This design comes from an exercise in tuning for small area on the open sky130 flow, not from production work.
Only simulation tests tie the RTL to the original design; equivalence was not proved.

## the baseline
Design mac_buff_top, start of the top module:
module mac_buff_top (
    input  logic           CLK,
    input  logic           RST_N,
    input  logic           en_mac,
    input  logic [127:0]   operands,
    input  logic           en_block_read,
    output logic           rdy_mac,
    output logic           rdy_block_read,
    output logic           mem_val_valid,
    output logic [33:0]    mem_val_data
);
Size in the first run: about 2,400 flip-flops, about 170 I/O pins, about 98,000 um^2 of cells after synthesis.
export LEC_CHECK = 0
export CAP_MARGIN = 20
export CORE_MARGIN = 2
export CORE_UTILIZATION = 40
export SLEW_MARGIN = 20
create_clock -name core_clock -period 6.0 [get_ports {CLK}]
standard.sh (not shown) runs the stock make flow with config.mk's settings and CLKGATE_MAP_FILE= SYNTH_SCRIPT=/design/flow/synth_recipe.tcl, a recipe that flattens the netlist after the stock synthesis.
==> flow/flow/run.sh <==
#!/bin/bash
set -euo pipefail
CTS="-sink_clustering_enable -repair_clock_nets -dont_use_dummy_load"
CTS="$CTS -buf_list sky130_fd_sc_hd__clkbuf_16"
CTS="$CTS -sink_clustering_size 26 -sink_clustering_max_diameter 120"
bash standard.sh "CTS_ARGS=$CTS" finish > standard_make.log 2>&1
> inputs changed (the baseline -> the candidate)
Settings: CORE_UTILIZATION now 60, was 40.
==> flow/flow/run.sh <==
#!/bin/bash
# The standard layout (standard.sh) with two changes:
# - synthesis is synth_recipe.tcl with Yosys's generic abc pass skipped
#   inside synth (-noabc), so that extract_fa sees the adder tree as written;
#   the final liberty abc, flattening and renaming are unchanged
# - a leaner clock tree: clkbuf_16 only, larger sink clusters and no dummy
#   balancing loads
set -euo pipefail
HERE=$(cd "$(dirname "$0")" && pwd)
CTS="-sink_clustering_enable -repair_clock_nets -dont_use_dummy_load"
CTS="$CTS -buf_list sky130_fd_sc_hd__clkbuf_16"
CTS="$CTS -sink_clustering_size 26 -sink_clustering_max_diameter 120"
bash standard.sh "SYNTH_SCRIPT=$HERE/synth_noabc.tcl" "CTS_ARGS=$CTS" finish > standard_make.log 2>&1
==> flow/flow/synth_noabc.tcl (new file) <==
proc synth {args} { yosys synth -nofsm -noshare -noabc {*}$args }
source $::env(SCRIPTS_DIR)/synth.tcl
# left out here: clear keep_hierarchy, flatten, clean up, hide names made inside functions, write 1_2_yosys.v
- [the candidate vs the baseline] overall routing resource usage: higher in the candidate
- As of the candidate, overall die height had fallen by more than 10% compared to the baseline.
- The candidate and the baseline ended up with roughly the same area fraction of clock buffers and clock inverters.
- [diff] vias after detailed routing, the candidate relative to the baseline: improvement
- The critical path depth in the candidate was lower than what the baseline gave.
- Mapped cell area down 1100 um^2 in the candidate wrt the baseline
- The baseline → the candidate: hold slack increased 0.0086 ns.
- Clock-buffer cell count: the baseline and the candidate compared, higher one is the baseline
- Taking the baseline as 1.0, the candidate lands at 1.11 on wire length per cell after detailed routing.

---

old:
Another version of the RTL of mac_buff_top (not shown whole).
For scale: roughly 5,100 cells after synthesis, roughly 2,400 flip-flops, ~170 I/O pins, roughly 96,000 um2 of cells after synthesis.
Settings: LEC_CHECK=0, CAP_MARGIN=20, CORE_MARGIN=2, CORE_UTILIZATION=60, SLEW_MARGIN=20; clock period 6.0 ns.
==> flow/flow/run.sh <==
#!/bin/bash
# The standard layout (standard.sh) with two changes:
# - synthesis is synth_recipe.tcl with Yosys's generic abc pass skipped
#   inside synth (-noabc), so that extract_fa sees the adder tree as written;
#   the final liberty abc, flattening and renaming are unchanged
# - a leaner clock tree: clkbuf_16 only, larger sink clusters and no dummy
#   balancing loads
set -euo pipefail
HERE=$(cd "$(dirname "$0")" && pwd)
CTS="-sink_clustering_enable -repair_clock_nets -dont_use_dummy_load"
CTS="$CTS -buf_list sky130_fd_sc_hd__clkbuf_16"
CTS="$CTS -sink_clustering_size 26 -sink_clustering_max_diameter 120"
bash standard.sh "SYNTH_SCRIPT=$HERE/synth_noabc.tcl" "CTS_ARGS=$CTS" finish > standard_make.log 2>&1
==> flow/flow/synth_noabc.tcl <==
proc synth {args} { yosys synth -nofsm -noshare -noabc {*}$args }
source $::env(SCRIPTS_DIR)/synth.tcl
# left out here: clear keep_hierarchy, flatten, clean up, hide names made inside functions, write 1_2_yosys.v
old finished end to end and its layout was clean on timing, DRC and antenna.
## Diff of input files: new against old
Settings: changing CAP_MARGIN from 20 to 10; changing SLEW_MARGIN from 20 to 10; changing CORE_UTILIZATION from 60 to 70.
--- outcome ---
- Summary — depth of the worst register-to-register path, new relative to old: lower, by 1.
- Diff old -> new: fraction of standard cell area that is sequential increased by 0.24 points relative to the old numbers.

[re-timing with driven ports]
In the flow no input, the clock included, has a driving cell. The finished layouts below were timed again as built, in two steps.
Step 1, drivers: a clkbuf_16 drives CLK and a buf_2 each remaining input, both assumed.
Step 2 also shifts input and output timing later by t, the mid clock arrival at the registers, as if the neighbouring blocks saw the same clock.
Three values: ideal ports, drivers, drivers and shift; two values: the first two.
run	shift t [ns]	slack for setup (ns)	worst hold slack (ns)	latest minus earliest clock arrival (ns)
the baseline	0.815	0.173 / 0.173 / 0.173	0.348 / 0.304 / 0.348	0.142 / 0.143
the candidate	0.801	0.282 / 0.282 / 0.282	0.356 / 0.331 / 0.356	0.106 / 0.106
old	0.803	0.206 / 0.206 / 0.206	0.350 / 0.323 / 0.350	0.113 / 0.113
new	0.817	0.085 / 0.085 / 0.085	0.360 / 0.360 / 0.360	0.140 / 0.140
After both steps every run listed still meets setup and hold.
